This design comes from an exercise in tuning for small area, a short achievable clock period and few clock cycles per item on the open sky130 flow, not from production work. Only simulation tests tie the RTL to the original design; equivalence was not proved.

==> flow/design.v (outline; a module is shown in full before it is edited, if it fits) <==
// module pid_booth: 15 lines
// module pid_mul: 594 lines
// module sat_mul: 12 lines
// module pid_fa: 4 lines
// module pid_ha: 4 lines
// module pid_cell: 149 lines
module pid_cell #(
    parameter int                     DATA_WIDTH = 32,
    parameter int                     DATA_SIZE  = 128,
    parameter int                     FRAC_BITS  = pid_pkg::FRAC_BITS_DEF,
    parameter logic signed [DATA_WIDTH-1:0] OUT_MAX = 32'h7FFFFFFF,
    parameter logic signed [DATA_WIDTH-1:0] OUT_MIN = 32'h80000000
) (
    input  logic                  aclk,
    input  logic                  aresetn,
    input  logic [DATA_SIZE-1:0]  regs_in,
    input  logic                  param_en,
    input  logic [DATA_WIDTH-1:0] s_data,
    input  logic                  s_valid,
    output logic                  s_ready,
    output logic [DATA_WIDTH-1:0] m_data,
    output logic                  m_valid,
    input  logic                  m_ready,
    output logic                  busy
);
  // ...
==> flow/run.sh <==
#!/bin/bash
# synth_recipe.tcl (not shown) runs the flow's synth.tcl, then flattens the netlist and writes it again
# the make line also repeats each setting of config.mk as NAME=value (left out here)
make -C /OpenROAD-flow-scripts/flow DESIGN_CONFIG=/design/flow/config.mk WORK_HOME=/design/flow/orfs CLKGATE_MAP_FILE= SYNTH_SCRIPT=/design/flow/synth_recipe.tcl finish
==> flow/config.mk <==
export PLATFORM = sky130hd
export DESIGN_NAME = pid_cell
export DESIGN_NICKNAME = pid_cell
export VERILOG_FILES = /design/flow/design.v
export SDC_FILE = /design/flow/constraint.sdc
export NUM_CORES = 4
export LEC_CHECK = 0
export ABC_AREA = 1
export CAP_MARGIN = 20
export CORE_MARGIN = 2
export CORE_UTILIZATION = 65
export SLEW_MARGIN = 20
export SYNTH_HIERARCHICAL = 1
export SYNTH_MINIMUM_KEEP_SIZE = 0
==> flow/constraint.sdc <==
create_clock -name core_clock -period 16.0 [get_ports {aclk}]
set_input_delay 3.2000 -clock core_clock [delete_from_list [all_inputs] [get_ports {aclk}]]
set_output_delay 3.2000 -clock core_clock [all_outputs]
set_load 0.01 [all_outputs]
==> impl_metrics.toml, run 1 <==
[run_status]
status = "complete, no violations"

[timing]
fin_crit_ns = 8.84
worst_pin_slew_ns = 1.31

[detailed_routing]
routed.top_layer = "met5"
met1_length_mm = 136
route.detailed.drc = 0
drtIter0Drc = 16800

[clock_network]
hold_buffers = 0
clkTransAtPathRegs_ns = 0.06
cts_buffer_depth = 3

[worst_setup_path]
start_kind = "register"
ff2ff_setup_slack_ns = 7.16

[placement]
port_buffers = 199
dp_hpwl_mm = 274
placedCellCount = 13000

[synthesis]
synth.area.mux_share_pct = 2.02
synth_adder_area_share_pct = 34.2
async_reset_ff_share_pct = 52.4
ys_types = 57
synth_area_leaders = "fa_1, xor2_1, o22ai_1, edfxtp_1, nand2_1"
synth_area_per_cell_um2 = 8.57

[final_layout]
largest_class = "multi-input gates"
finalCoreUtilization_pct = 68.5
nFlopsAndLatches = 471
multi_input_area_share_pct = 75.8
comb.multi_input.count = 9133

[hold_path]
whs_path_depth = 2

[floorplan]
rows = 142

[grt]
grt_util_met3_pct = 26.1
Testbench counts, summed over its fixed seeds: cycles 2,176, items 2,048.
==> module pid_booth, before the edit <==
module pid_booth (
    input  logic [31:0] b,
    output logic [15:0] bo,
    output logic [15:0] bt,
    output logic [15:0] bn
);
    logic [32:0] bx;
    assign bx = {b, 1'b0};
    genvar g;
    generate for (g = 0; g < 16; g++) begin : g_enc
        assign bo[g] = bx[2*g+1] ^ bx[2*g];
        assign bt[g] = (bx[2*g+2] & ~bx[2*g+1] & ~bx[2*g]) | (~bx[2*g+2] & bx[2*g+1] & bx[2*g]);
        assign bn[g] = bx[2*g+2] & ~(bx[2*g+1] & bx[2*g]);
    end endgenerate
endmodule
==> module sat_mul, before the edit <==
module sat_mul #(
    parameter int DATA_WIDTH = 32,
    parameter int FRAC_BITS  = 16
) (
    input  logic signed [DATA_WIDTH-1:0] a,
    input  logic signed [DATA_WIDTH-1:0] b,
    output logic signed [DATA_WIDTH-1:0] y
);
    logic [15:0] bo, bt, bn;
    pid_booth u_enc (.b(b), .bo(bo), .bt(bt), .bn(bn));
    pid_mul   u_mul (.a(a), .bo(bo), .bt(bt), .bn(bn), .y(y));
endmodule
==> module pid_cell, before the edit <==
module pid_cell #(
    parameter int                     DATA_WIDTH = 32,
    parameter int                     DATA_SIZE  = 128,
    parameter int                     FRAC_BITS  = pid_pkg::FRAC_BITS_DEF,
    parameter logic signed [DATA_WIDTH-1:0] OUT_MAX = 32'h7FFFFFFF,
    parameter logic signed [DATA_WIDTH-1:0] OUT_MIN = 32'h80000000
) (
    input  logic                  aclk,
    input  logic                  aresetn,
    input  logic [DATA_SIZE-1:0]  regs_in,
    input  logic                  param_en,
    input  logic [DATA_WIDTH-1:0] s_data,
    input  logic                  s_valid,
    output logic                  s_ready,
    output logic [DATA_WIDTH-1:0] m_data,
    output logic                  m_valid,
    input  logic                  m_ready,
    output logic                  busy
);
    localparam int W = DATA_WIDTH;
    localparam logic signed [W-1:0] SMAX = {1'b0, {(W-1){1'b1}}};
    localparam logic signed [W-1:0] SMIN = {1'b1, {(W-1){1'b0}}};
    logic signed [W-1:0] sp;
    logic [W/2-1:0]      kp_o, kp_t, kp_n, ki_o, ki_t, ki_n, kd_o, kd_t, kd_n;
    logic [W/2-1:0]      rp_o, rp_t, rp_n, ri_o, ri_t, ri_n, rd_o, rd_t, rd_n;
    logic signed [W-1:0] e_prev, integ;
    logic                pending;
    logic                v0;
    logic signed [W-1:0] e0, de0;
    logic                v1;
    logic signed [W-1:0] p1, i1, d1;
    logic                skid_v;
    logic [W-1:0]        skid;
    logic adv, acc, out_free, load_g;
    assign adv      = !skid_v;
    assign acc      = s_valid && s_ready;
    assign out_free = !m_valid || m_ready;
    function automatic logic signed [W-1:0] sat_n(input logic signed [W+2:0] v);
        if (v > $signed({{3{SMAX[W-1]}}, SMAX})) begin
            sat_n = SMAX;
        end else if (v < $signed({{3{SMIN[W-1]}}, SMIN})) begin
            sat_n = SMIN;
        end else begin
            sat_n = v[W-1:0];
        end
    endfunction
    function automatic logic signed [W-1:0] clamp_out(input logic signed [W+2:0] v);
        if (v > $signed({{3{OUT_MAX[W-1]}}, OUT_MAX})) begin
            clamp_out = OUT_MAX;
        end else if (v < $signed({{3{OUT_MIN[W-1]}}, OUT_MIN})) begin
            clamp_out = OUT_MIN;
        end else begin
            clamp_out = v[W-1:0];
        end
    endfunction
    logic signed [W+2:0] d_sy, k_se, d_ky, d_max, d_min;
    logic signed [W-1:0] e_in, de_in;
    logic                ovf_p, ovf_n;
    always_comb begin
        d_sy  = $signed({{3{sp[W-1]}}, sp}) - $signed({{3{s_data[W-1]}}, s_data});
        k_se  = $signed({{3{sp[W-1]}}, sp}) - $signed({{3{e_prev[W-1]}}, e_prev});
        d_ky  = k_se - $signed({{3{s_data[W-1]}}, s_data});
        d_max = e_prev[W-1] ? $signed({3'b000, SMAX}) : $signed({3'b000, ~e_prev[W-2:0]});
        d_min = $signed({{3{SMIN[W-1]}}, SMIN}) - $signed({{3{e_prev[W-1]}}, e_prev});
        ovf_p = !d_sy[W+2] && (d_sy[W+1:W-1] != 3'b000);
        ovf_n =  d_sy[W+2] && (d_sy[W+1:W-1] != 3'b111);
        e_in  = sat_n(d_sy);
        if (ovf_p)      de_in = sat_n(d_max);
        else if (ovf_n) de_in = sat_n(d_min);
        else            de_in = sat_n(d_ky);
    end
    pid_booth u_enc_p (.b(regs_in[pid_pkg::WORD_KP*W +: W]), .bo(rp_o), .bt(rp_t), .bn(rp_n));
    pid_booth u_enc_i (.b(regs_in[pid_pkg::WORD_KI*W +: W]), .bo(ri_o), .bt(ri_t), .bn(ri_n));
    pid_booth u_enc_d (.b(regs_in[pid_pkg::WORD_KD*W +: W]), .bo(rd_o), .bt(rd_t), .bn(rd_n));
    logic signed [W-1:0] p_m, i_m, d_m;
    pid_mul u_mul_p (.a(e0),  .bo(kp_o), .bt(kp_t), .bn(kp_n), .y(p_m));
    pid_mul u_mul_i (.a(e0),  .bo(ki_o), .bt(ki_t), .bn(ki_n), .y(i_m));
    pid_mul u_mul_d (.a(de0), .bo(kd_o), .bt(kd_t), .bn(kd_n), .y(d_m));
    logic signed [W-1:0] integ_next, res;
    always_comb begin
        integ_next = clamp_out($signed({{3{integ[W-1]}}, integ}) + $signed({{3{i1[W-1]}}, i1}));
        res        = clamp_out($signed({{3{p1[W-1]}}, p1}) + $signed({{3{integ_next[W-1]}}, integ_next})
                             + $signed({{3{d1[W-1]}}, d1}));
    end
    assign load_g = (param_en || pending) && !acc && !(v0 && !adv);
    logic pending_n, skid_v_n;
    always_comb begin
        pending_n = (param_en || pending) && !load_g;
        skid_v_n  = skid_v ? !out_free : (v1 && !out_free);
    end
    always_ff @(posedge aclk or negedge aresetn) begin
        if (!aresetn) begin
            sp      <= '0;
            kp_o    <= '0;
            kp_t    <= '0;
            kp_n    <= '0;
            ki_o    <= '0;
            ki_t    <= '0;
            ki_n    <= '0;
            kd_o    <= '0;
            kd_t    <= '0;
            kd_n    <= '0;
            e_prev  <= '0;
            integ   <= '0;
            pending <= 1'b0;
            v0      <= 1'b0;
            v1      <= 1'b0;
            skid_v  <= 1'b0;
            m_valid <= 1'b0;
            s_ready <= 1'b1;
            busy    <= 1'b0;
        end else begin
            if (param_en) sp <= regs_in[pid_pkg::WORD_SP*W +: W];
            if (load_g) begin
                kp_o <= rp_o;
                kp_t <= rp_t;
                kp_n <= rp_n;
                ki_o <= ri_o;
                ki_t <= ri_t;
                ki_n <= ri_n;
                kd_o <= rd_o;
                kd_t <= rd_t;
                kd_n <= rd_n;
            end
            pending <= pending_n;
            if (acc) e_prev <= e_in;
            if (adv) begin
                v0 <= acc;
                v1 <= v0;
                if (v1) integ <= integ_next;
            end
            skid_v  <= skid_v_n;
            if (out_free) m_valid <= skid_v || v1;
            s_ready <= !skid_v_n && !pending_n;
            busy    <= (adv ? (acc || v0) : (v0 || v1)) || (m_valid && !m_ready) || skid_v || v1;
        end
    end
    always_ff @(posedge aclk) begin
        if (adv) begin
            e0  <= e_in;
            de0 <= de_in;
            p1  <= p_m;
            i1  <= i_m;
            d1  <= d_m;
        end
        if (!skid_v && v1 && !out_free) skid <= res;
        if (out_free) m_data <= skid_v ? skid : res;
    end
endmodule
==> run 2, diff against run 1 <==
--- a/flow/design.v
+++ b/flow/design.v
@@ -13,32 +13,35 @@
         ST_SUM   = 3'd5,
         ST_OUT   = 3'd6
     } pid_state_e;
 endpackage
 module pid_booth (
     input  logic [31:0] b,
     output logic [15:0] bo,
     output logic [15:0] bt,
-    output logic [15:0] bn
+    output logic [15:0] bn,
+    output logic        bs
 );
+    assign bs = b[31];
     logic [32:0] bx;
     assign bx = {b, 1'b0};
     genvar g;
     generate for (g = 0; g < 16; g++) begin : g_enc
         assign bo[g] = bx[2*g+1] ^ bx[2*g];
         assign bt[g] = (bx[2*g+2] & ~bx[2*g+1] & ~bx[2*g]) | (~bx[2*g+2] & bx[2*g+1] & bx[2*g]);
         assign bn[g] = bx[2*g+2] & ~(bx[2*g+1] & bx[2*g]);
     end endgenerate
 endmodule
 module pid_mul (
     input  logic [31:0] a,
     input  logic [15:0] bo,
     input  logic [15:0] bt,
     input  logic [15:0] bn,
+    input  logic        bs,
     output logic [31:0] y
 );
     genvar g;
     logic [32:0] ax;
     assign ax = {a[31], a};
     logic [32:0] pp [16];
     generate for (g = 0; g < 16; g++) begin : g_pp
         assign pp[g] = (({33{bo[g]}} & ax) | ({33{bt[g]}} & {ax[31:0], 1'b0})) ^ {33{bn[g]}};
@@ -602,43 +605,352 @@
     logic [15:0] la, lb;
     logic [16:0] lsum;
     assign la = {t868, t866, t864, t862, t860, t858, t856, t854, t852, t850, t848, t846, t844, t843, pp[0][1], pp[0][0]};
     assign lb = {t869, t867, t865, t863, t861, t859, t857, t855, t853, t851, t849, t847, t845, bn[1], 1'b0, bn[0]};
     assign lsum = {1'b0, la} + {1'b0, lb};
     logic [63:16] ra, rb;
     assign ra = {1'b1, t962, t960, t958, t956, t954, t952, t950, t948, t946, t944, t942, t940, t938, t936, t934, t932, t930, t928, t926, t924, t922, t920, t918, t916, t914, t912, t910, t908, t906, t904, t902, t900, t898, t896, t894, t892, t890, t888, t886, t884, t882, t880, t878, t876, t874, t872, t870};
     assign rb = {1'b0, ~pp[15][32], t961, t959, t957, t955, t953, t951, t949, t947, t945, t943, t941, t939, t937, t935, t933, t931, t929, t927, t925, t923, t921, t919, t917, t915, t913, t911, t909, t907, t905, t903, t901, t899, t897, t895, t893, t891, t889, t887, t885, t883, t881, t879, t877, t875, t873, t871};
-    logic [48:0] hsum;
-    logic [63:16] prod;
-    assign hsum = {ra, 1'b1} + {rb, lsum[16]};
-    assign prod = hsum[48:1];
-    logic [16:0] upper;
-    assign upper = prod[63:47];
-    always_comb begin
-        if ((&upper) || !(|upper)) begin
-            y = prod[47:16];
-        end else if (prod[63]) begin
-            y = {1'b1, {(31){1'b0}}};
-        end else begin
-            y = {1'b0, {(31){1'b1}}};
-        end
-    end
+    logic [32:0] g0, p0;
+    assign g0 = {ra[47:16] & rb[47:16], lsum[16]};
+    assign p0 = {ra[47:16] ^ rb[47:16], 1'b0};
+    logic [32:1] g1, p1;
+    assign g1[1] = g0[1] | (p0[1] & g0[0]);
+    assign p1[1] = p0[1] & p0[0];
+    assign g1[2] = g0[2] | (p0[2] & g0[1]);
+    assign p1[2] = p0[2] & p0[1];
+    assign g1[3] = g0[3] | (p0[3] & g0[2]);
+    assign p1[3] = p0[3] & p0[2];
+    assign g1[4] = g0[4] | (p0[4] & g0[3]);
+    assign p1[4] = p0[4] & p0[3];
+    assign g1[5] = g0[5] | (p0[5] & g0[4]);
+    assign p1[5] = p0[5] & p0[4];
+    assign g1[6] = g0[6] | (p0[6] & g0[5]);
+    assign p1[6] = p0[6] & p0[5];
+    assign g1[7] = g0[7] | (p0[7] & g0[6]);
+    assign p1[7] = p0[7] & p0[6];
+    assign g1[8] = g0[8] | (p0[8] & g0[7]);
+    assign p1[8] = p0[8] & p0[7];
+    assign g1[9] = g0[9] | (p0[9] & g0[8]);
+    assign p1[9] = p0[9] & p0[8];
+    assign g1[10] = g0[10] | (p0[10] & g0[9]);
+    assign p1[10] = p0[10] & p0[9];
+    assign g1[11] = g0[11] | (p0[11] & g0[10]);
+    assign p1[11] = p0[11] & p0[10];
+    assign g1[12] = g0[12] | (p0[12] & g0[11]);
+    assign p1[12] = p0[12] & p0[11];
+    assign g1[13] = g0[13] | (p0[13] & g0[12]);
+    assign p1[13] = p0[13] & p0[12];
+    assign g1[14] = g0[14] | (p0[14] & g0[13]);
+    assign p1[14] = p0[14] & p0[13];
+    assign g1[15] = g0[15] | (p0[15] & g0[14]);
+    assign p1[15] = p0[15] & p0[14];
+    assign g1[16] = g0[16] | (p0[16] & g0[15]);
+    assign p1[16] = p0[16] & p0[15];
+    assign g1[17] = g0[17] | (p0[17] & g0[16]);
+    assign p1[17] = p0[17] & p0[16];
+    assign g1[18] = g0[18] | (p0[18] & g0[17]);
+    assign p1[18] = p0[18] & p0[17];
+    assign g1[19] = g0[19] | (p0[19] & g0[18]);
+    assign p1[19] = p0[19] & p0[18];
+    assign g1[20] = g0[20] | (p0[20] & g0[19]);
+    assign p1[20] = p0[20] & p0[19];
+    assign g1[21] = g0[21] | (p0[21] & g0[20]);
+    assign p1[21] = p0[21] & p0[20];
+    assign g1[22] = g0[22] | (p0[22] & g0[21]);
+    assign p1[22] = p0[22] & p0[21];
+    assign g1[23] = g0[23] | (p0[23] & g0[22]);
+    assign p1[23] = p0[23] & p0[22];
+    assign g1[24] = g0[24] | (p0[24] & g0[23]);
+    assign p1[24] = p0[24] & p0[23];
+    assign g1[25] = g0[25] | (p0[25] & g0[24]);
+    assign p1[25] = p0[25] & p0[24];
+    assign g1[26] = g0[26] | (p0[26] & g0[25]);
+    assign p1[26] = p0[26] & p0[25];
+    assign g1[27] = g0[27] | (p0[27] & g0[26]);
+    assign p1[27] = p0[27] & p0[26];
+    assign g1[28] = g0[28] | (p0[28] & g0[27]);
+    assign p1[28] = p0[28] & p0[27];
+    assign g1[29] = g0[29] | (p0[29] & g0[28]);
+    assign p1[29] = p0[29] & p0[28];
+    assign g1[30] = g0[30] | (p0[30] & g0[29]);
+    assign p1[30] = p0[30] & p0[29];
+    assign g1[31] = g0[31] | (p0[31] & g0[30]);
+    assign p1[31] = p0[31] & p0[30];
+    assign g1[32] = g0[32] | (p0[32] & g0[31]);
+    assign p1[32] = p0[32] & p0[31];
+    logic [32:2] g2, p2;
+    assign g2[2] = g1[2] | (p1[2] & g0[0]);
+    assign p2[2] = p1[2] & p0[0];
+    assign g2[3] = g1[3] | (p1[3] & g1[1]);
+    assign p2[3] = p1[3] & p1[1];
+    assign g2[4] = g1[4] | (p1[4] & g1[2]);
+    assign p2[4] = p1[4] & p1[2];
+    assign g2[5] = g1[5] | (p1[5] & g1[3]);
+    assign p2[5] = p1[5] & p1[3];
+    assign g2[6] = g1[6] | (p1[6] & g1[4]);
+    assign p2[6] = p1[6] & p1[4];
+    assign g2[7] = g1[7] | (p1[7] & g1[5]);
+    assign p2[7] = p1[7] & p1[5];
+    assign g2[8] = g1[8] | (p1[8] & g1[6]);
+    assign p2[8] = p1[8] & p1[6];
+    assign g2[9] = g1[9] | (p1[9] & g1[7]);
+    assign p2[9] = p1[9] & p1[7];
+    assign g2[10] = g1[10] | (p1[10] & g1[8]);
+    assign p2[10] = p1[10] & p1[8];
+    assign g2[11] = g1[11] | (p1[11] & g1[9]);
+    assign p2[11] = p1[11] & p1[9];
+    assign g2[12] = g1[12] | (p1[12] & g1[10]);
+    assign p2[12] = p1[12] & p1[10];
+    assign g2[13] = g1[13] | (p1[13] & g1[11]);
+    assign p2[13] = p1[13] & p1[11];
+    assign g2[14] = g1[14] | (p1[14] & g1[12]);
+    assign p2[14] = p1[14] & p1[12];
+    assign g2[15] = g1[15] | (p1[15] & g1[13]);
+    assign p2[15] = p1[15] & p1[13];
+    assign g2[16] = g1[16] | (p1[16] & g1[14]);
+    assign p2[16] = p1[16] & p1[14];
+    assign g2[17] = g1[17] | (p1[17] & g1[15]);
+    assign p2[17] = p1[17] & p1[15];
+    assign g2[18] = g1[18] | (p1[18] & g1[16]);
+    assign p2[18] = p1[18] & p1[16];
+    assign g2[19] = g1[19] | (p1[19] & g1[17]);
+    assign p2[19] = p1[19] & p1[17];
+    assign g2[20] = g1[20] | (p1[20] & g1[18]);
+    assign p2[20] = p1[20] & p1[18];
+    assign g2[21] = g1[21] | (p1[21] & g1[19]);
+    assign p2[21] = p1[21] & p1[19];
+    assign g2[22] = g1[22] | (p1[22] & g1[20]);
+    assign p2[22] = p1[22] & p1[20];
+    assign g2[23] = g1[23] | (p1[23] & g1[21]);
+    assign p2[23] = p1[23] & p1[21];
+    assign g2[24] = g1[24] | (p1[24] & g1[22]);
+    assign p2[24] = p1[24] & p1[22];
+    assign g2[25] = g1[25] | (p1[25] & g1[23]);
+    assign p2[25] = p1[25] & p1[23];
+    assign g2[26] = g1[26] | (p1[26] & g1[24]);
+    assign p2[26] = p1[26] & p1[24];
+    assign g2[27] = g1[27] | (p1[27] & g1[25]);
+    assign p2[27] = p1[27] & p1[25];
+    assign g2[28] = g1[28] | (p1[28] & g1[26]);
+    assign p2[28] = p1[28] & p1[26];
+    assign g2[29] = g1[29] | (p1[29] & g1[27]);
+    assign p2[29] = p1[29] & p1[27];
+    assign g2[30] = g1[30] | (p1[30] & g1[28]);
+    assign p2[30] = p1[30] & p1[28];
+    assign g2[31] = g1[31] | (p1[31] & g1[29]);
+    assign p2[31] = p1[31] & p1[29];
+    assign g2[32] = g1[32] | (p1[32] & g1[30]);
+    assign p2[32] = p1[32] & p1[30];
+    logic [32:4] g3, p3;
+    assign g3[4] = g2[4] | (p2[4] & g0[0]);
+    assign p3[4] = p2[4] & p0[0];
+    assign g3[5] = g2[5] | (p2[5] & g1[1]);
+    assign p3[5] = p2[5] & p1[1];
+    assign g3[6] = g2[6] | (p2[6] & g2[2]);
+    assign p3[6] = p2[6] & p2[2];
+    assign g3[7] = g2[7] | (p2[7] & g2[3]);
+    assign p3[7] = p2[7] & p2[3];
+    assign g3[8] = g2[8] | (p2[8] & g2[4]);
+    assign p3[8] = p2[8] & p2[4];
+    assign g3[9] = g2[9] | (p2[9] & g2[5]);
+    assign p3[9] = p2[9] & p2[5];
+    assign g3[10] = g2[10] | (p2[10] & g2[6]);
+    assign p3[10] = p2[10] & p2[6];
+    assign g3[11] = g2[11] | (p2[11] & g2[7]);
+    assign p3[11] = p2[11] & p2[7];
+    assign g3[12] = g2[12] | (p2[12] & g2[8]);
+    assign p3[12] = p2[12] & p2[8];
+    assign g3[13] = g2[13] | (p2[13] & g2[9]);
+    assign p3[13] = p2[13] & p2[9];
+    assign g3[14] = g2[14] | (p2[14] & g2[10]);
+    assign p3[14] = p2[14] & p2[10];
+    assign g3[15] = g2[15] | (p2[15] & g2[11]);
+    assign p3[15] = p2[15] & p2[11];
+    assign g3[16] = g2[16] | (p2[16] & g2[12]);
+    assign p3[16] = p2[16] & p2[12];
+    assign g3[17] = g2[17] | (p2[17] & g2[13]);
+    assign p3[17] = p2[17] & p2[13];
+    assign g3[18] = g2[18] | (p2[18] & g2[14]);
+    assign p3[18] = p2[18] & p2[14];
+    assign g3[19] = g2[19] | (p2[19] & g2[15]);
+    assign p3[19] = p2[19] & p2[15];
+    assign g3[20] = g2[20] | (p2[20] & g2[16]);
+    assign p3[20] = p2[20] & p2[16];
+    assign g3[21] = g2[21] | (p2[21] & g2[17]);
+    assign p3[21] = p2[21] & p2[17];
+    assign g3[22] = g2[22] | (p2[22] & g2[18]);
+    assign p3[22] = p2[22] & p2[18];
+    assign g3[23] = g2[23] | (p2[23] & g2[19]);
+    assign p3[23] = p2[23] & p2[19];
+    assign g3[24] = g2[24] | (p2[24] & g2[20]);
+    assign p3[24] = p2[24] & p2[20];
+    assign g3[25] = g2[25] | (p2[25] & g2[21]);
+    assign p3[25] = p2[25] & p2[21];
+    assign g3[26] = g2[26] | (p2[26] & g2[22]);
+    assign p3[26] = p2[26] & p2[22];
+    assign g3[27] = g2[27] | (p2[27] & g2[23]);
+    assign p3[27] = p2[27] & p2[23];
+    assign g3[28] = g2[28] | (p2[28] & g2[24]);
+    assign p3[28] = p2[28] & p2[24];
+    assign g3[29] = g2[29] | (p2[29] & g2[25]);
+    assign p3[29] = p2[29] & p2[25];
+    assign g3[30] = g2[30] | (p2[30] & g2[26]);
+    assign p3[30] = p2[30] & p2[26];
+    assign g3[31] = g2[31] | (p2[31] & g2[27]);
+    assign p3[31] = p2[31] & p2[27];
+    assign g3[32] = g2[32] | (p2[32] & g2[28]);
+    assign p3[32] = p2[32] & p2[28];
+    logic [32:8] g4, p4;
+    assign g4[8] = g3[8] | (p3[8] & g0[0]);
+    assign p4[8] = p3[8] & p0[0];
+    assign g4[9] = g3[9] | (p3[9] & g1[1]);
+    assign p4[9] = p3[9] & p1[1];
+    assign g4[10] = g3[10] | (p3[10] & g2[2]);
+    assign p4[10] = p3[10] & p2[2];
+    assign g4[11] = g3[11] | (p3[11] & g2[3]);
+    assign p4[11] = p3[11] & p2[3];
+    assign g4[12] = g3[12] | (p3[12] & g3[4]);
+    assign p4[12] = p3[12] & p3[4];
+    assign g4[13] = g3[13] | (p3[13] & g3[5]);
+    assign p4[13] = p3[13] & p3[5];
+    assign g4[14] = g3[14] | (p3[14] & g3[6]);
+    assign p4[14] = p3[14] & p3[6];
+    assign g4[15] = g3[15] | (p3[15] & g3[7]);
+    assign p4[15] = p3[15] & p3[7];
+    assign g4[16] = g3[16] | (p3[16] & g3[8]);
+    assign p4[16] = p3[16] & p3[8];
+    assign g4[17] = g3[17] | (p3[17] & g3[9]);
+    assign p4[17] = p3[17] & p3[9];
+    assign g4[18] = g3[18] | (p3[18] & g3[10]);
+    assign p4[18] = p3[18] & p3[10];
+    assign g4[19] = g3[19] | (p3[19] & g3[11]);
+    assign p4[19] = p3[19] & p3[11];
+    assign g4[20] = g3[20] | (p3[20] & g3[12]);
+    assign p4[20] = p3[20] & p3[12];
+    assign g4[21] = g3[21] | (p3[21] & g3[13]);
+    assign p4[21] = p3[21] & p3[13];
+    assign g4[22] = g3[22] | (p3[22] & g3[14]);
+    assign p4[22] = p3[22] & p3[14];
+    assign g4[23] = g3[23] | (p3[23] & g3[15]);
+    assign p4[23] = p3[23] & p3[15];
+    assign g4[24] = g3[24] | (p3[24] & g3[16]);
+    assign p4[24] = p3[24] & p3[16];
+    assign g4[25] = g3[25] | (p3[25] & g3[17]);
+    assign p4[25] = p3[25] & p3[17];
+    assign g4[26] = g3[26] | (p3[26] & g3[18]);
+    assign p4[26] = p3[26] & p3[18];
+    assign g4[27] = g3[27] | (p3[27] & g3[19]);
+    assign p4[27] = p3[27] & p3[19];
+    assign g4[28] = g3[28] | (p3[28] & g3[20]);
+    assign p4[28] = p3[28] & p3[20];
+    assign g4[29] = g3[29] | (p3[29] & g3[21]);
+    assign p4[29] = p3[29] & p3[21];
+    assign g4[30] = g3[30] | (p3[30] & g3[22]);
+    assign p4[30] = p3[30] & p3[22];
+    assign g4[31] = g3[31] | (p3[31] & g3[23]);
+    assign p4[31] = p3[31] & p3[23];
+    assign g4[32] = g3[32] | (p3[32] & g3[24]);
+    assign p4[32] = p3[32] & p3[24];
+    logic [32:16] g5, p5;
+    assign g5[16] = g4[16] | (p4[16] & g0[0]);
+    assign p5[16] = p4[16] & p0[0];
+    assign g5[17] = g4[17] | (p4[17] & g1[1]);
+    assign p5[17] = p4[17] & p1[1];
+    assign g5[18] = g4[18] | (p4[18] & g2[2]);
+    assign p5[18] = p4[18] & p2[2];
+    assign g5[19] = g4[19] | (p4[19] & g2[3]);
+    assign p5[19] = p4[19] & p2[3];
+    assign g5[20] = g4[20] | (p4[20] & g3[4]);
+    assign p5[20] = p4[20] & p3[4];
+    assign g5[21] = g4[21] | (p4[21] & g3[5]);
+    assign p5[21] = p4[21] & p3[5];
+    assign g5[22] = g4[22] | (p4[22] & g3[6]);
+    assign p5[22] = p4[22] & p3[6];
+    assign g5[23] = g4[23] | (p4[23] & g3[7]);
+    assign p5[23] = p4[23] & p3[7];
+    assign g5[24] = g4[24] | (p4[24] & g4[8]);
+    assign p5[24] = p4[24] & p4[8];
+    assign g5[25] = g4[25] | (p4[25] & g4[9]);
+    assign p5[25] = p4[25] & p4[9];
+    assign g5[26] = g4[26] | (p4[26] & g4[10]);
+    assign p5[26] = p4[26] & p4[10];
+    assign g5[27] = g4[27] | (p4[27] & g4[11]);
+    assign p5[27] = p4[27] & p4[11];
+    assign g5[28] = g4[28] | (p4[28] & g4[12]);
+    assign p5[28] = p4[28] & p4[12];
+    assign g5[29] = g4[29] | (p4[29] & g4[13]);
+    assign p5[29] = p4[29] & p4[13];
+    assign g5[30] = g4[30] | (p4[30] & g4[14]);
+    assign p5[30] = p4[30] & p4[14];
+    assign g5[31] = g4[31] | (p4[31] & g4[15]);
+    assign p5[31] = p4[31] & p4[15];
+    assign g5[32] = g4[32] | (p4[32] & g4[16]);
+    assign p5[32] = p4[32] & p4[16];
+    logic [32:32] g6, p6;
+    assign g6[32] = g5[32] | (p5[32] & g0[0]);
+    assign p6[32] = p5[32] & p0[0];
+    logic [31:0] sw;
+    assign sw[0] = p0[1] ^ g0[0];
+    assign sw[1] = p0[2] ^ g1[1];
+    assign sw[2] = p0[3] ^ g2[2];
+    assign sw[3] = p0[4] ^ g2[3];
+    assign sw[4] = p0[5] ^ g3[4];
+    assign sw[5] = p0[6] ^ g3[5];
+    assign sw[6] = p0[7] ^ g3[6];
+    assign sw[7] = p0[8] ^ g3[7];
+    assign sw[8] = p0[9] ^ g4[8];
+    assign sw[9] = p0[10] ^ g4[9];
+    assign sw[10] = p0[11] ^ g4[10];
+    assign sw[11] = p0[12] ^ g4[11];
+    assign sw[12] = p0[13] ^ g4[12];
+    assign sw[13] = p0[14] ^ g4[13];
+    assign sw[14] = p0[15] ^ g4[14];
+    assign sw[15] = p0[16] ^ g4[15];
+    assign sw[16] = p0[17] ^ g5[16];
+    assign sw[17] = p0[18] ^ g5[17];
+    assign sw[18] = p0[19] ^ g5[18];
+    assign sw[19] = p0[20] ^ g5[19];
+    assign sw[20] = p0[21] ^ g5[20];
+    assign sw[21] = p0[22] ^ g5[21];
+    assign sw[22] = p0[23] ^ g5[22];
+    assign sw[23] = p0[24] ^ g5[23];
+    assign sw[24] = p0[25] ^ g5[24];
+    assign sw[25] = p0[26] ^ g5[25];
+    assign sw[26] = p0[27] ^ g5[26];
+    assign sw[27] = p0[28] ^ g5[27];
+    assign sw[28] = p0[29] ^ g5[28];
+    assign sw[29] = p0[30] ^ g5[29];
+    assign sw[30] = p0[31] ^ g5[30];
+    assign sw[31] = p0[32] ^ g5[31];
+    logic [63:47] hx, ho, hn;
+    assign hx = ra[63:47] ^ rb[63:47];
+    assign ho = ra[63:47] | rb[63:47];
+    assign hn = ra[63:47] & rb[63:47];
+    logic all0, all1, inr;
+    assign all0 = (ho[62:47] == hx[63:48]) && (g5[31] == hx[47]);
+    assign all1 = (hn[62:47] == ~hx[63:48]) && (g5[31] != hx[47]);
+    assign inr  = all0 || all1;
+    logic sgn;
+    assign sgn = a[31] ^ bs;
+    assign y = inr ? sw : {sgn, {(31){~sgn}}};
 endmodule
 module sat_mul #(
     parameter int DATA_WIDTH = 32,
     parameter int FRAC_BITS  = 16
 ) (
     input  logic signed [DATA_WIDTH-1:0] a,
     input  logic signed [DATA_WIDTH-1:0] b,
     output logic signed [DATA_WIDTH-1:0] y
 );
     logic [15:0] bo, bt, bn;
-    pid_booth u_enc (.b(b), .bo(bo), .bt(bt), .bn(bn));
-    pid_mul   u_mul (.a(a), .bo(bo), .bt(bt), .bn(bn), .y(y));
+    logic        bs;
+    pid_booth u_enc (.b(b), .bo(bo), .bt(bt), .bn(bn), .bs(bs));
+    pid_mul   u_mul (.a(a), .bo(bo), .bt(bt), .bn(bn), .bs(bs), .y(y));
 endmodule
 module pid_fa (input logic a, input logic b, input logic c, output logic s, output logic co);
     assign s  = a ^ b ^ c;
     assign co = (a & b) | (a & c) | (b & c);
 endmodule
 module pid_ha (input logic a, input logic b, output logic s, output logic co);
     assign s  = a ^ b;
     assign co = a & b;
@@ -663,114 +975,124 @@
     output logic                  busy
 );
     localparam int W = DATA_WIDTH;
     localparam logic signed [W-1:0] SMAX = {1'b0, {(W-1){1'b1}}};
     localparam logic signed [W-1:0] SMIN = {1'b1, {(W-1){1'b0}}};
     logic signed [W-1:0] sp;
     logic [W/2-1:0]      kp_o, kp_t, kp_n, ki_o, ki_t, ki_n, kd_o, kd_t, kd_n;
     logic [W/2-1:0]      rp_o, rp_t, rp_n, ri_o, ri_t, ri_n, rd_o, rd_t, rd_n;
+    logic                kp_s, ki_s, kd_s, rp_s, ri_s, rd_s;    
     logic signed [W-1:0] e_prev, integ;
     logic                pending;
     logic                v0;
     logic signed [W-1:0] e0, de0;
     logic                v1;
     logic signed [W-1:0] p1, i1, d1;
     logic                skid_v;
     logic [W-1:0]        skid;
     logic adv, acc, out_free, load_g;
     assign adv      = !skid_v;
     assign acc      = s_valid && s_ready;
     assign out_free = !m_valid || m_ready;
-    function automatic logic signed [W-1:0] sat_n(input logic signed [W+2:0] v);
-        if (v > $signed({{3{SMAX[W-1]}}, SMAX})) begin
-            sat_n = SMAX;
-        end else if (v < $signed({{3{SMIN[W-1]}}, SMIN})) begin
-            sat_n = SMIN;
-        end else begin
-            sat_n = v[W-1:0];
-        end
+    localparam bit FULL_RANGE = (OUT_MAX == SMAX) && (OUT_MIN == SMIN);
+    function automatic logic signed [W-1:0] sat1(input logic signed [W:0] v);
+        sat1 = (v[W] == v[W-1]) ? v[W-1:0] : {v[W], {(W-1){~v[W]}}};
+    endfunction
+    function automatic logic signed [W-1:0] sat2(input logic signed [W+1:0] v);
+        sat2 = (v[W+1:W-1] == 3'b000 || v[W+1:W-1] == 3'b111) ? v[W-1:0]
+             : {v[W+1], {(W-1){~v[W+1]}}};
     endfunction
-    function automatic logic signed [W-1:0] clamp_out(input logic signed [W+2:0] v);
-        if (v > $signed({{3{OUT_MAX[W-1]}}, OUT_MAX})) begin
+    function automatic logic signed [W-1:0] clamp_out(input logic signed [W+1:0] v);
+        if (FULL_RANGE) begin
+            clamp_out = sat2(v);
+        end else if (v > $signed({{2{OUT_MAX[W-1]}}, OUT_MAX})) begin
             clamp_out = OUT_MAX;
-        end else if (v < $signed({{3{OUT_MIN[W-1]}}, OUT_MIN})) begin
+        end else if (v < $signed({{2{OUT_MIN[W-1]}}, OUT_MIN})) begin
             clamp_out = OUT_MIN;
         end else begin
             clamp_out = v[W-1:0];
         end
     endfunction
-    logic signed [W+2:0] d_sy, k_se, d_ky, d_max, d_min;
-    logic signed [W-1:0] e_in, de_in;
+    logic signed [W:0]   d_sy, d_mn;
+    logic signed [W+1:0] d_ky;
+    logic signed [W-1:0] e_in, de_in, d_max, d_min;
     logic                ovf_p, ovf_n;
     always_comb begin
-        d_sy  = $signed({{3{sp[W-1]}}, sp}) - $signed({{3{s_data[W-1]}}, s_data});
-        k_se  = $signed({{3{sp[W-1]}}, sp}) - $signed({{3{e_prev[W-1]}}, e_prev});
-        d_ky  = k_se - $signed({{3{s_data[W-1]}}, s_data});
-        d_max = e_prev[W-1] ? $signed({3'b000, SMAX}) : $signed({3'b000, ~e_prev[W-2:0]});
-        d_min = $signed({{3{SMIN[W-1]}}, SMIN}) - $signed({{3{e_prev[W-1]}}, e_prev});
-        ovf_p = !d_sy[W+2] && (d_sy[W+1:W-1] != 3'b000);
-        ovf_n =  d_sy[W+2] && (d_sy[W+1:W-1] != 3'b111);
-        e_in  = sat_n(d_sy);
-        if (ovf_p)      de_in = sat_n(d_max);
-        else if (ovf_n) de_in = sat_n(d_min);
-        else            de_in = sat_n(d_ky);
+        d_sy  = $signed({sp[W-1], sp}) - $signed({s_data[W-1], s_data});
+        d_ky  = $signed({{2{sp[W-1]}}, sp}) - $signed({{2{e_prev[W-1]}}, e_prev})
+              - $signed({{2{s_data[W-1]}}, s_data});
+        d_max = e_prev[W-1] ? SMAX : {1'b0, ~e_prev[W-2:0]};
+        d_mn  = $signed({SMIN[W-1], SMIN}) - $signed({e_prev[W-1], e_prev});
+        d_min = sat1(d_mn);
+        ovf_p = !d_sy[W] &&  d_sy[W-1];
+        ovf_n =  d_sy[W] && !d_sy[W-1];
+        e_in  = sat1(d_sy);
+        if (ovf_p)      de_in = d_max;
+        else if (ovf_n) de_in = d_min;
+        else            de_in = sat2(d_ky);
     end
-    pid_booth u_enc_p (.b(regs_in[pid_pkg::WORD_KP*W +: W]), .bo(rp_o), .bt(rp_t), .bn(rp_n));
-    pid_booth u_enc_i (.b(regs_in[pid_pkg::WORD_KI*W +: W]), .bo(ri_o), .bt(ri_t), .bn(ri_n));
-    pid_booth u_enc_d (.b(regs_in[pid_pkg::WORD_KD*W +: W]), .bo(rd_o), .bt(rd_t), .bn(rd_n));
+    pid_booth u_enc_p (.b(regs_in[pid_pkg::WORD_KP*W +: W]), .bo(rp_o), .bt(rp_t), .bn(rp_n), .bs(rp_s));
+    pid_booth u_enc_i (.b(regs_in[pid_pkg::WORD_KI*W +: W]), .bo(ri_o), .bt(ri_t), .bn(ri_n), .bs(ri_s));
+    pid_booth u_enc_d (.b(regs_in[pid_pkg::WORD_KD*W +: W]), .bo(rd_o), .bt(rd_t), .bn(rd_n), .bs(rd_s));
     logic signed [W-1:0] p_m, i_m, d_m;
-    pid_mul u_mul_p (.a(e0),  .bo(kp_o), .bt(kp_t), .bn(kp_n), .y(p_m));
-    pid_mul u_mul_i (.a(e0),  .bo(ki_o), .bt(ki_t), .bn(ki_n), .y(i_m));
-    pid_mul u_mul_d (.a(de0), .bo(kd_o), .bt(kd_t), .bn(kd_n), .y(d_m));
+    pid_mul u_mul_p (.a(e0),  .bo(kp_o), .bt(kp_t), .bn(kp_n), .bs(kp_s), .y(p_m));
+    pid_mul u_mul_i (.a(e0),  .bo(ki_o), .bt(ki_t), .bn(ki_n), .bs(ki_s), .y(i_m));
+    pid_mul u_mul_d (.a(de0), .bo(kd_o), .bt(kd_t), .bn(kd_n), .bs(kd_s), .y(d_m));
     logic signed [W-1:0] integ_next, res;
     always_comb begin
-        integ_next = clamp_out($signed({{3{integ[W-1]}}, integ}) + $signed({{3{i1[W-1]}}, i1}));
-        res        = clamp_out($signed({{3{p1[W-1]}}, p1}) + $signed({{3{integ_next[W-1]}}, integ_next})
-                             + $signed({{3{d1[W-1]}}, d1}));
+        integ_next = clamp_out($signed({{2{integ[W-1]}}, integ}) + $signed({{2{i1[W-1]}}, i1}));
+        res        = clamp_out($signed({{2{p1[W-1]}}, p1}) + $signed({{2{integ_next[W-1]}}, integ_next})
+                             + $signed({{2{d1[W-1]}}, d1}));
     end
     assign load_g = (param_en || pending) && !acc && !(v0 && !adv);
     logic pending_n, skid_v_n;
     always_comb begin
         pending_n = (param_en || pending) && !load_g;
         skid_v_n  = skid_v ? !out_free : (v1 && !out_free);
     end
     always_ff @(posedge aclk or negedge aresetn) begin
         if (!aresetn) begin
             sp      <= '0;
             kp_o    <= '0;
             kp_t    <= '0;
             kp_n    <= '0;
+            kp_s    <= 1'b0;
             ki_o    <= '0;
             ki_t    <= '0;
             ki_n    <= '0;
+            ki_s    <= 1'b0;
             kd_o    <= '0;
             kd_t    <= '0;
             kd_n    <= '0;
+            kd_s    <= 1'b0;
             e_prev  <= '0;
             integ   <= '0;
             pending <= 1'b0;
             v0      <= 1'b0;
             v1      <= 1'b0;
             skid_v  <= 1'b0;
             m_valid <= 1'b0;
             s_ready <= 1'b1;
             busy    <= 1'b0;
         end else begin
             if (param_en) sp <= regs_in[pid_pkg::WORD_SP*W +: W];
             if (load_g) begin
                 kp_o <= rp_o;
                 kp_t <= rp_t;
                 kp_n <= rp_n;
+                kp_s <= rp_s;
                 ki_o <= ri_o;
                 ki_t <= ri_t;
                 ki_n <= ri_n;
+                ki_s <= ri_s;
                 kd_o <= rd_o;
                 kd_t <= rd_t;
                 kd_n <= rd_n;
+                kd_s <= rd_s;
             end
             pending <= pending_n;
             if (acc) e_prev <= e_in;
             if (adv) begin
                 v0 <= acc;
                 v1 <= v0;
                 if (v1) integ <= integ_next;
             end
==> flow/flow/run.sh (new file) <==
#!/bin/bash
set -euo pipefail
bash standard.sh finish SETUP_SLACK_MARGIN=10 > standard_finish.log 2>&1
==> flow/standard.sh (new file) <==
#!/bin/bash
# synth_recipe.tcl (not shown) runs the flow's synth.tcl, then flattens the netlist and writes it again
# the make line also repeats each setting of config.mk as NAME=value (left out here)
make -C /OpenROAD-flow-scripts/flow DESIGN_CONFIG=/design/flow/config.mk WORK_HOME=/design/flow/orfs CLKGATE_MAP_FILE= SYNTH_SCRIPT=/design/flow/synth_recipe.tcl "${@:-finish}"
==> flow/config.mk (replaced) <==
export PLATFORM = sky130hd
export DESIGN_NAME = pid_cell
export DESIGN_NICKNAME = pid_cell
export VERILOG_FILES = /design/flow/design.v
export SDC_FILE = /design/flow/constraint.sdc
export NUM_CORES = 4
export LEC_CHECK = 0
export ABC_AREA = 1
export CAP_MARGIN = 20
export CORE_MARGIN = 2
export CORE_UTILIZATION = 55
export SLEW_MARGIN = 20
export SYNTH_HIERARCHICAL = 1
export SYNTH_MINIMUM_KEEP_SIZE = 0
removed: flow/run.sh
==> run 2 against run 1 <==
Non-clock buffer count increased by 439. First-iteration DRC count decreased by 25%. Via count decreased by 3.9%. Maximum frequency increased by 37%. Global-route usage decreased by 5.5 points. Cell count increased by 2.8%. Critical path type unchanged.
==> impl_metrics.toml, run 2 <==
[run_status]
status = "complete, no violations"

[detailed_routing]
vias = 91200
ant_nets = 0
vias_per_cell = 6.77
drtPass1Iterations = 14
wl_mm = 420
wl_per_cell_um = 31.2
route.detailed.drc = 0
drtIter0Drc = 12700

[timing]
slew_violations = 0
fin_crit_sh_pct = 40.4
rsz0062_at_grt = "yes"
clock-skew-final_ns = 0.0853
fin_crit_ns = 6.47
fmax_mhz = 155
setup_violations = 0
fin_setup_tns_ns = 0
worst_pin_slew_ns = 1.20
relSlewSlack_pct = 19.9
setup_slack_ns = 9.53
finalHoldViolations = 0

[floorplan]
core_mm2 = 0.174
rows = 153
chipHeight_um = 423
initial_core_util_pct = 55.4
fp.dieW_um = 423
pin_count = 200
die_area_mm2 = 0.179

[worst_setup_path]
worstPathCellList = "buf_4, inv_2, buf_12, o22ai_1, xor2_1, fa_2, fa_1, fa_2, fa_2, fa_1, fa_2, ha_4, a21oi_4, a21boi_4, o21bai_4, a21oi_4, nand2_2, nand2_2, nand2_4, o31ai_4, nand2_8, nand2_8, o21ai_4"
reg2reg_from = "e0[30]"
r2r_end = "p1[24]"
arrival_ns = 6.98
reg2reg_depth = 23
path_common_cell = "fa_2"
path_max_fanout = 10
startpoint = "e0[30]"
start_kind = "register"
cp_slowest_stage_delay_ns = 0.66
crit_buf_inv = 3
critPathTopFamily = "adder cells"
crit_path_end_kind = "register"
ff2ff_setup_slack_ns = 9.53
cp_data_required_time_ns = 16.52
path_class = "register to register"
crit_slowest_cell = "fa_2"

[grt]
grt_pass1_wl_mm = 598
grt_start_max_net_pins = 132
antenna_found_initial = 16
grt_pass1_vias = 92600
grt_usage_pct = 44.7
overflow = 0

[clock_network]
cts_buffer_depth = 3
clkTransAtPathRegs_ns = 0.06
htreeDepth = 2
cts_made_buffers = 60
hold_buffers = 0
root_buffer = "clkbuf_16"
cts_tree = "done"
clk_latency_ns = 0.80
clock_sinks = 474

[placement]
placedCellCount = 12900
place_congestion = 0.987
dp_slack_ns = 7.81
dp_hpwl_mm = 262
port_buffers = 199

[synthesis]
synth_edf_count = 224
synth_top_area_share_pct = 27.9
synth_area_leaders = "fa_1, xor2_1, o22ai_1, ha_1, edfxtp_1"
synth_ff_type = "dfrtp_1"
synth_area_per_cell_um2 = 8.78
ys_ff_latch = 474
synth_nets = 13100
synth-seq-area-share_pct = 13.5
syn_area_mm2 = 0.0964
yosysMostFrequentCell = "xor2_1"
netlist_top_cells_count = "xor2_1, nand2_1, o22ai_1, fa_1, inv_1"
yosysTopAreaCell = "fa_1"
ys_types = 61
synth_warnings = 10
synth_cells = 11000
async_reset_ff_share_pct = 52.7

[final_layout]
layout_commonest_cell = "xor2_1"
final_cell_mix = "xor2_1, nand2_1, o22ai_1, fa_1, inv_1"
fin_nets = 13200
regArea_mm2 = 0.0131
drive_gt1_share_pct = 18.9
fin_cells = 13500
fill_cells = 14000
multi_input_area_mm2 = 0.0810
area_growth_pct = 19.0

[run]
drv_cap = 0

[hold_path]
hold_end = "integ[5]"
hold_path.class = "register to register"
whs_path_depth = 2
worstHoldStart = "integ[5]"
==> run 2: changes by cell type after synthesis, moves of 40 or more <==
cell	previous run	this run
nand2_1	1779	1526
a21oi_1	471	323
ha_1	522	572
o21ai_0	294	210
o21ai_1	52	12
o21ai_2	3	76
nor2_1	493	421
inv_1	881	955
==> run 2: worst max-delay path by stage <==
stage | endpoint | slack [ns] | cells after the start
floorplan | d1[15] | 10.05 | 22
global placement | e0[23] | 7.80 | 15
detailed placement | e0[25] | 7.81 | 17
CTS | d1[20] | 9.74 | 22
global route | i1[24] | 9.53 | 25
finish | p1[24] | 9.53 | 23
==> run 2: final cells by class <==
type | count | share of cell area, %
diodes | 3 | 0.00654
repair buffers | 889 | 10.0
repair inverters | 2 | 0.0131
clock inverters | 38 | 0.369
clock buffers | 76 | 1.47
inverters | 980 | 3.58
multi-input cells | 8688 | 70.6
well taps | 2325 | 2.54
flip-flops and latches | 474 | 11.4
==> run 2: per-module statistics from Yosys, one instance, submodules excluded <==
module | cell area (µm²) | copies in the design | cells | flops+latches
pid_cell | 28900 | 1 | 3281 | 474
pid_mul | 12900 | 3 | 1990 | 0
pid_booth | 593 | 3 | 110 | 0
pid_fa | 20.0 | 1272 | 1 | 0
pid_ha | 12.5 | 129 | 1 | 0
==> run 2: layer usage <==
metal | GRT usage, % | share of wire [%] | up-vias
met5 | 0.188 | 0.055 | -
met4 | 30.3 | 9.2 | 24
met3 | 16.9 | 14 | 2447
met2 | 67.2 | 43 | 7329
met1 | 53.1 | 34 | 44300
li1 | - | - | 37000
==> run 2: through the flow <==
step / hold slack, ns / util, % / area (µm²)
finish: 0.495 / 65.9 / 115000
global route: 0.507 / 65.9 / 115000
CTS: 0.494 / 63.3 / 110000
detailed placement: 0.477 / 57.3 / 99700
global placement: 0.473 / 57.3 / 99600
floorplan: 0.455 / - / 96500
==> run 2: cell families after synthesis <==
logic type	Yosys count	share of synthesized area, %
compound gates	2241	14.3
xor+xnor	1781	16.2
fa+ha+maj	1914	35.3
buf+inv	1845	7.59
flops	474	13.5
mux	177	2.07
simple gates	2550	11.2
==> run 2: worst reg2reg max path: cells and delay by family (launching register included) <==
family / cells / cell delay [ns]
AND/OR/NAND/NOR: 5 / 0.72
adder cells (fa/ha/maj): 7 / 3.30
AO/OA/AOI/OAI: 7 / 1.08
XOR/XNOR: 1 / 0.29
buffers and inverters: 3 / 0.44
flip-flops: 1 / 0.41
==> run 2: timing repair <==
action	4_1_cts	5_1_grt
endpoints found under the setup margin	252	329
gates resized for setup	1028	603
gates cloned	78	30
pin swaps	244	279
setup buffers	228	133
Testbench counts of run 2, summed over its fixed seeds: cycles 2,176, items 2,048.
==> run 3, diff against run 2 <==
--- a/flow/config.mk
+++ b/flow/config.mk
@@ -14 +14,2 @@
 export SYNTH_MINIMUM_KEEP_SIZE = 0
+export TNS_END_PERCENT = 5
==> run 3 against run 2 <==
Hold slack gained 0.00050 ns. Synthesized cell count is the same. Flip-flop and latch count unchanged. Via count is 1.0% lower. Maximum frequency about the same. Worst setup slack improved by 0.0053 ns.
==> impl_metrics.toml, run 3 <==
[timing]
rsz0062_at_grt = "yes"
slew_violations = 0
fin_crit_ns = 6.46
relSlewSlack_pct = 18.9
clock-skew-final_ns = 0.0879
worst_pin_slew_ns = 1.22
fin_crit_sh_pct = 40.4
fin_setup_tns_ns = 0
fmax_mhz = 155
finalHoldViolations = 0
setup_violations = 0

[detailed_routing]
wl_per_cell_um = 30.9
routed.top_layer = "met5"
ant_nets = 0
drtPass1Iterations = 15
route.detailed.drc = 0
vias_per_cell = 6.74
vias = 90200
drtIter0Drc = 12400
met2_length_mm = 178
wl_mm = 414
wl_met3_mm = 55.8
met1_length_mm = 144

[worst_setup_path]
cp_data_required_time_ns = 16.53
path_common_cell = "fa_1"
start_kind = "register"
arrival_ns = 6.99
worstPathCellList = "clkinv_2, buf_12, o22ai_4, xor2_2, fa_1, fa_1, fa_2, fa_1, fa_1, fa_2, ha_4, a21oi_4, a21boi_4, o21bai_4, a21oi_2, nand2_1, nand2_2, nand2_4, o31ai_4, nand2_8, nand2_4, o21ai_2"
crit_path_end_kind = "register"
cp_slowest_stage_delay_ns = 0.69
crit_slowest_cell = "fa_2"
path_class = "register to register"
path_max_fanout = 16

[clock_network]
htreeDepth = 2
cts_buffer_depth = 3
hold_buffers = 0
clk_latency_ns = 0.80
cts_made_buffers = 60
clkTransAtPathRegs_ns = 0.07
root_buffer = "clkbuf_16"
clock_sinks = 474
cts_tree = "done"

[final_layout]
drive_gt1_share_pct = 16.0
regArea_mm2 = 0.0131
fin_nets = 13100
finalCoreUtilization_pct = 64.4
multi_input_area_mm2 = 0.0794
fin_cells = 13400
final_cell_mix = "xor2_1, nand2_1, o22ai_1, fa_1, inv_1"
fill_cells = 14300
layout_commonest_cell = "xor2_1"
area_growth_pct = 16.2

[floorplan]
chipHeight_um = 423
rows = 153
die_area_mm2 = 0.179
fp.dieW_um = 423
pin_count = 200
initial_core_util_pct = 55.4
core_mm2 = 0.174

[synthesis]
synth_edf_count = 224
ys_types = 61
synth_warnings = 10
ys_ff_latch = 474
yosysMostFrequentCell = "xor2_1"
async_reset_ff_share_pct = 52.7
synth-seq-area-share_pct = 13.5
synth_nets = 13100
synth_top_area_share_pct = 27.9
synth_ff_type = "dfrtp_1"
synth_cells = 11000
syn_area_mm2 = 0.0964
synth_area_leaders = "fa_1, xor2_1, o22ai_1, ha_1, edfxtp_1"
netlist_top_cells_count = "xor2_1, nand2_1, o22ai_1, fa_1, inv_1"
synth_area_per_cell_um2 = 8.78
yosysTopAreaCell = "fa_1"

[grt]
overflow = 0
grt_pass1_wl_mm = 594
grt_usage_pct = 44.4
grt_pass1_vias = 92100
grt_start_max_net_pins = 132
antenna_found_initial = 16

[placement]
placedCellCount = 12900
place_congestion = 0.987
dp_hpwl_mm = 262
port_buffers = 199

[run]
drv_cap = 0

[hold_path]
hold_path.class = "register to register"

[run_status]
status = "complete, no violations"
## run 3: cell count changes in the layout (fill, tap and decap cells not counted), sizes merged, moves of 3 or more
cell / change
clkinvlp: -8
clkbuf: +3
nand2: -6
buf: -81
bufbuf: -3
dlymetal6s2s: -4
inv: +9
clkdlybuf4s50: +5
## run 3: timing repair
item | 4_1_cts | 5_1_grt
resized for setup | 843 | 409
hold endpoints to repair | 0 | 0
gates cloned | 71 | 25
pin swaps | 148 | 203
endpoints found under the setup margin | 252 | 330
setup buffers | 176 | 108
## run 3: cell type report
class / count / area share (%)
Multi-Input combinational cell: 8680 / 70.8
Sequential cell: 474 / 11.7
Timing Repair Buffer: 808 / 9.36
Inverter: 980 / 3.63
Tap cell: 2325 / 2.60
Clock buffer: 76 / 1.50
Clock inverter: 38 / 0.377
Timing Repair inverter: 2 / 0.0134
Antenna cell: 5 / 0.0112
## run 3: logic make-up after synthesis
kind of cell               count (synthesis)  share of synthesized area [%]
DFF                                      474                           13.5
adders and majority gates               1914                           35.3
xor gates and xnor gates                1781                           16.2
muxes                                    177                           2.07
AOI/OAI and AO/OA                       2241                           14.3
buffers and inverters                   1845                           7.59
and+or+nand+nor                         2550                           11.2
## run 3: path summary, 6_finish.rpt
check	startpoint	endpoint	slack [ns]	cells after the start
min	integ[0]	integ[0]	0.50	2
min reg2reg	integ[0]	integ[0]	0.50	2
max in group asynchronous	aresetn	kp_n[0]	12.05	2
max reg2reg	de0[17]	d1[9]	9.54	22
min in group asynchronous	aresetn	ki_o[14]	2.47	1
max	de0[17]	d1[9]	9.54	22
## run 3: modules after synthesis, one instance, submodules excluded
module,cells,times used,flip-flops and latches
pid_ha,1,129,0
pid_cell,3281,1,474
pid_fa,1,1272,0
pid_mul,1990,3,0
pid_booth,110,3,0
## run 3: layer usage
layer	up-vias	GRT usage (%)
met1	43800	52.8
met3	2219	16.5
met2	7295	67.0
met4	28	29.8
li1	36800	-
met5	-	0.0806
## run 3: critical path, delay by kind of cell (launching register included)
kind	cells	cell delay (ns)
flops	1	0.49
xor+xnor	1	0.11
simple gates	5	0.67
fa+ha+maj	7	3.46
compound gates	7	1.12
buf+inv	2	0.32
## run 3: through the flow
stage	hold slack (ns)	instance area [µm²]	setup WS [ns]
2_1_floorplan	0.455	96500	10.05
6_report	0.495	112000	9.54
3_5_place_dp	0.477	99700	7.81
5_1_grt	0.507	112000	9.48
3_3_place_gp	0.473	99600	7.80
4_1_cts	0.494	109000	9.74

separate check: timing with driven ports:
In the flow no input, the clock included, has a driving cell. The finished layouts below were timed again as built, in two steps. Step 1 sets driving cells, clkbuf_16 on the clock port and buf_2 on the other inputs (assumed; they add their load-dependent delay and slew). Step 2 moves the port delays by t, midway between the first and last clock arrival at a register: inputs arrive t later, outputs are due t later. That takes back most of the time a late clock gives input paths. a / b / c = no drivers / after step 1 / after step 2; a / b = the first two.
| run | shift t [ns] | setup slack, ns | hold slack, ns | slew at the worst register clock pin (ns) |
|---|---|---|---|---|
| run 1 | 0.814 | 7.164 / 7.164 / 7.164 | 0.492 / 0.492 / 0.492 | 0.08 / 0.08 |
| run 2 | 0.845 | 9.531 / 9.531 / 9.210 | 0.495 / 0.495 / 0.495 | 0.08 / 0.08 |
| run 3 | 0.836 | 9.536 / 9.536 / 9.000 | 0.495 / 0.495 / 0.495 | 0.08 / 0.08 |
After both steps setup and hold are still met in every run listed. The setup slack of run 3, which loses most, moves by 0.000 ns with the drivers and by -0.536 ns with both steps.
